From an optimization exercise on the open Yosys and OpenROAD flow, aimed at small area, a short achievable clock period and few clock cycles per item; shortcuts taken in it are not production practice. Where RTL was checked, it was by simulation tests only, not by an equivalence proof against the original. Power and IR drop assume default switching activity.

Design dense_neuron_mac, start of the top module:
module dense_neuron_mac #(
  parameter int unsigned N     = nn_pkg::N,
  parameter int unsigned FRAC  = nn_pkg::FRAC,
  parameter int unsigned LEN_W = 9,
  parameter int unsigned ACC_W = 72
) (
  input  logic                    clk,
  input  logic                    rst,
  input  logic                    start,
  input  logic        [LEN_W-1:0] len,
  input  logic signed [N-1:0]     bias,
  input  logic                    relu_en,
  input  logic                    in_valid,
  output logic                    in_ready,
  input  logic signed [N-1:0]     x,
  input  logic signed [N-1:0]     w,
  output logic                    out_valid,
  input  logic                    out_ready,
  output logic signed [N-1:0]     out,
  output logic                    sat,
  output logic                    busy,
  output logic                    done
);
For scale: roughly 3400 cells after synthesis, about 270 flip-flops, ~150 I/O pins.
clock: 12.0 ns
lec_check: 0
cap_margin: 20
core_margin: 2
core_utilization: 45
place_density: 0.72
slew_margin: 20
standard.sh (not shown) runs the stock make flow with config.mk's settings and CLKGATE_MAP_FILE= SYNTH_SCRIPT=/design/flow/synth_recipe.tcl, a recipe that flattens the netlist after the stock synthesis.
==> flow/flow/run.sh <==
#!/bin/bash
set -euo pipefail
bash standard.sh 'BUFFER_PORTS_ARGS=-buffer_cell sky130_fd_sc_hd__buf_2' SETUP_SLACK_MARGIN=8.6 TNS_END_PERCENT=5 SKIP_INCREMENTAL_REPAIR=1 SYNTH_ARGS=-noabc finish > flow_standard.log 2>&1
Testbench counts at the start, summed over its fixed seeds: cycles 13,071, beats 11,791.
Change:
==> flow/flow/run.sh (replaced) <==
#!/bin/bash
set -euo pipefail
bash standard.sh 'BUFFER_PORTS_ARGS=-buffer_cell sky130_fd_sc_hd__buf_2' SETUP_SLACK_MARGIN=8.3 TNS_END_PERCENT=0 SKIP_INCREMENTAL_REPAIR=1 SYNTH_ARGS=-noabc finish > flow_standard.log 2>&1
The new run went through all stages and came out clean; core utilization decreases by 2.3 points; power decreases by 0.41%; clock-buffer cell count decreases by 3; global-route usage decreases by 2.1 points; routed wire length decreases by 7.1%; worst setup slack got worse by 0.094 ns.
Change:
--- a/flow/config.mk
+++ b/flow/config.mk
@@ -7,6 +7,5 @@
 export LEC_CHECK = 0
-export CAP_MARGIN = 20
+export CAP_MARGIN = 0
 export CORE_MARGIN = 2
-export CORE_UTILIZATION = 45
-export PLACE_DENSITY = 0.72
-export SLEW_MARGIN = 20
+export CORE_UTILIZATION = 50
+export SLEW_MARGIN = 0
Effect: Sequential power hardly moves. Cell area rises by 3.1%. Total power increases by 4.5%. Setup slack improves by 0.10 ns. Synthesized cell count is unchanged. Clock-buffer cell count rises by 2. Maximum frequency rose by 2.6%. Routed wire length increases by 14%. Combinational power is higher by 25%.

Another version of the RTL of dense_neuron_mac (not shown whole).
Size: about 3100 cells after synthesis, ~270 flip-flops, about 0.033 mm² of cells after synthesis.
==> flow/design.v (excerpt) <==
module dense_neuron_mac #(
  parameter int unsigned N     = nn_pkg::N,
  parameter int unsigned FRAC  = nn_pkg::FRAC,
  parameter int unsigned LEN_W = 9,
  parameter int unsigned ACC_W = 72
) (
  input  logic                    clk,
  input  logic                    rst,
  input  logic                    start,
  input  logic        [LEN_W-1:0] len,
  input  logic signed [N-1:0]     bias,
  input  logic                    relu_en,
  input  logic                    in_valid,
  output logic                    in_ready,
  input  logic signed [N-1:0]     x,
  input  logic signed [N-1:0]     w,
  output logic                    out_valid,
  input  logic                    out_ready,
  output logic signed [N-1:0]     out,
  output logic                    sat,
  output logic                    busy,
  output logic                    done
);
export LEC_CHECK = 0
export CAP_MARGIN = 20
export CORE_MARGIN = 2
export CORE_UTILIZATION = 50
export SLEW_MARGIN = 20
create_clock -name core_clock -period 12.0 [get_ports {clk}]
==> flow/flow/run.sh <==
#!/bin/bash
set -euo pipefail
bash standard.sh 'BUFFER_PORTS_ARGS=-buffer_cell sky130_fd_sc_hd__buf_2' SETUP_SLACK_MARGIN=8.3 TNS_END_PERCENT=0 SKIP_INCREMENTAL_REPAIR=1 SYNTH_ARGS=-noabc finish > flow_standard.log 2>&1
The first run passed the timing, design-rule and antenna checks.
Change:
==> flow/flow/run.sh (replaced) <==
#!/bin/bash
set -euo pipefail
bash standard.sh 'BUFFER_PORTS_ARGS=-buffer_cell sky130_fd_sc_hd__buf_2' SETUP_SLACK_MARGIN=8.3 TNS_END_PERCENT=0 SKIP_INCREMENTAL_REPAIR=1 finish > flow_standard.log 2>&1
The changed run completed without violations.
Die area rose by 4.6%.
Wire length fell by 2.6%.
Worst setup slack gains 0.034 ns.
No run of this note included a check of the RTL's function; only the layout flow was run.

RTL: one of the versions met above, not the one the previous note started from.
Size in the first run: ~3400 cells after synthesis, roughly 270 flip-flops, roughly 150 I/O pins, roughly 34000 um^2 of cells after synthesis.
Settings: LEC_CHECK=0, CAP_MARGIN=20, CORE_MARGIN=2, CORE_UTILIZATION=50, SLEW_MARGIN=20; clock period 12.0 ns.
==> flow/flow/run.sh <==
#!/bin/bash
set -euo pipefail
bash standard.sh 'BUFFER_PORTS_ARGS=-buffer_cell sky130_fd_sc_hd__buf_2' SETUP_SLACK_MARGIN=8.3 TNS_END_PERCENT=20 SKIP_INCREMENTAL_REPAIR=1 SYNTH_ARGS=-noabc finish > flow_standard.log 2>&1
Testbench counts at the start, summed over its fixed seeds: cycles 13,071, beats 11,791.
Next try:
==> flow/flow/run.sh (replaced) <==
#!/bin/bash
set -euo pipefail
bash standard.sh 'BUFFER_PORTS_ARGS=-buffer_cell sky130_fd_sc_hd__buf_2' SETUP_SLACK_MARGIN=9.0 TNS_END_PERCENT=0 SKIP_INCREMENTAL_REPAIR=1 SYNTH_ARGS=-noabc finish > flow_standard.log 2>&1
- CORE_UTILIZATION: 50 -> 45
- PLACE_DENSITY: not set -> 0.72
Result: Power came out lower by a few percent; first-iteration DRC count came out higher by a few percent; critical path depth drops by 1.

## before
dense_neuron_mac, a different RTL version from the one above (not shown whole).
Size: roughly 3100 cells after synthesis, roughly 270 flip-flops, roughly 33000 um2 of cells after synthesis.
Settings: LEC_CHECK=0, CAP_MARGIN=20, CORE_MARGIN=2, CORE_UTILIZATION=65, SLEW_MARGIN=20; clock period 12.0 ns.
==> flow/flow/run.sh <==
#!/bin/bash
set -euo pipefail
bash standard.sh 'BUFFER_PORTS_ARGS=-buffer_cell sky130_fd_sc_hd__buf_2' SETUP_SLACK_MARGIN=8.3 TNS_END_PERCENT=0 SKIP_INCREMENTAL_REPAIR=1 SYNTH_ARGS=-noabc finish > flow_standard.log 2>&1
Testbench counts of before, summed over its fixed seeds: cycles 13,071, beats 11,791.
[inputs] after vs before
Settings: a change of CORE_UTILIZATION from 65 to 50.
==> flow/flow/run.sh <==
#!/bin/bash
set -euo pipefail
bash standard.sh 'BUFFER_PORTS_ARGS=-buffer_cell sky130_fd_sc_hd__buf_2' SETUP_SLACK_MARGIN=8.3 TNS_END_PERCENT=0 SKIP_INCREMENTAL_REPAIR=1 finish > flow_standard.log 2>&1
Notes after the runs:
Taking before as the reference point, the post-route worst hold slack of after falls by 0.013 ns. The number of buffers outside the clock class in the layout reported for after is greater than that of before by 1. Measured against each other, after and before differ in first-pass GRT wire length, the higher figure coming from after. Higher fraction of power spent switching nets among after and before: after. after vs before on adder-cell area share of the yosys netlist: after is the lower one. Re fraction of power consumed by the clock network: before was lower than after.

re-timing with driven ports:
Ports are ideal in the flow. The routed layouts listed here were re-timed in OpenROAD.
Step 1 sets driving cells, clkbuf_16 on the clock port and buf_2 on the other inputs (assumed; they add their load-dependent delay and slew).
Step 2 adds t to the input delays and takes it off the output delays; t is the mean of the earliest and latest rising clock arrival at the registers after step 1. Input paths then give back, and output paths get back, about the clock's delay inside the block.
Slacks: ideal ports / drivers / drivers and shift; pairs: ideal ports / drivers.
run | shift t [ns] | slack for setup (ns) | worst hold slack (ns) | latest minus earliest clock arrival (ns) | slew at the worst register clock pin (ns)
the first run of note 1 | 0.643 | 8.137 / 8.137 / 8.137 | 0.346 / 0.346 / 0.346 | 0.034 / 0.035 | 0.07 / 0.07
the second run of note 1 | 0.649 | 8.043 / 8.043 / 7.563 | 0.350 / 0.350 / 0.350 | 0.064 / 0.063 | 0.07 / 0.07
the third run of note 1 | 0.633 | 8.145 / 8.145 / 7.623 | 0.375 / 0.375 / 0.375 | 0.022 / 0.021 | 0.06 / 0.06
the first run of note 2 | 0.651 | 7.913 / 7.913 / 7.913 | 0.353 / 0.353 / 0.353 | 0.047 / 0.047 | 0.06 / 0.06
the second run of note 2 | 0.643 | 7.947 / 7.947 / 7.629 | 0.358 / 0.358 / 0.358 | 0.030 / 0.030 | 0.07 / 0.07
the first run of note 3 | 0.653 | 8.080 / 8.080 / 8.080 | 0.359 / 0.359 / 0.359 | 0.030 / 0.031 | 0.06 / 0.06
the second run of note 3 | 0.627 | 8.247 / 8.247 / 8.241 | 0.353 / 0.353 / 0.353 | 0.031 / 0.031 | 0.07 / 0.07
before | 0.645 | 7.730 / 7.730 / 7.605 | 0.371 / 0.371 / 0.371 | 0.037 / 0.038 | 0.07 / 0.07
after | 0.643 | 7.947 / 7.947 / 7.629 | 0.358 / 0.358 / 0.358 | 0.030 / 0.030 | 0.07 / 0.07
After both steps setup and hold are still met in every run listed. For the third run of note 1, which loses most, drivers alone change the setup slack by 0.000 ns; drivers and shift together by -0.522 ns.
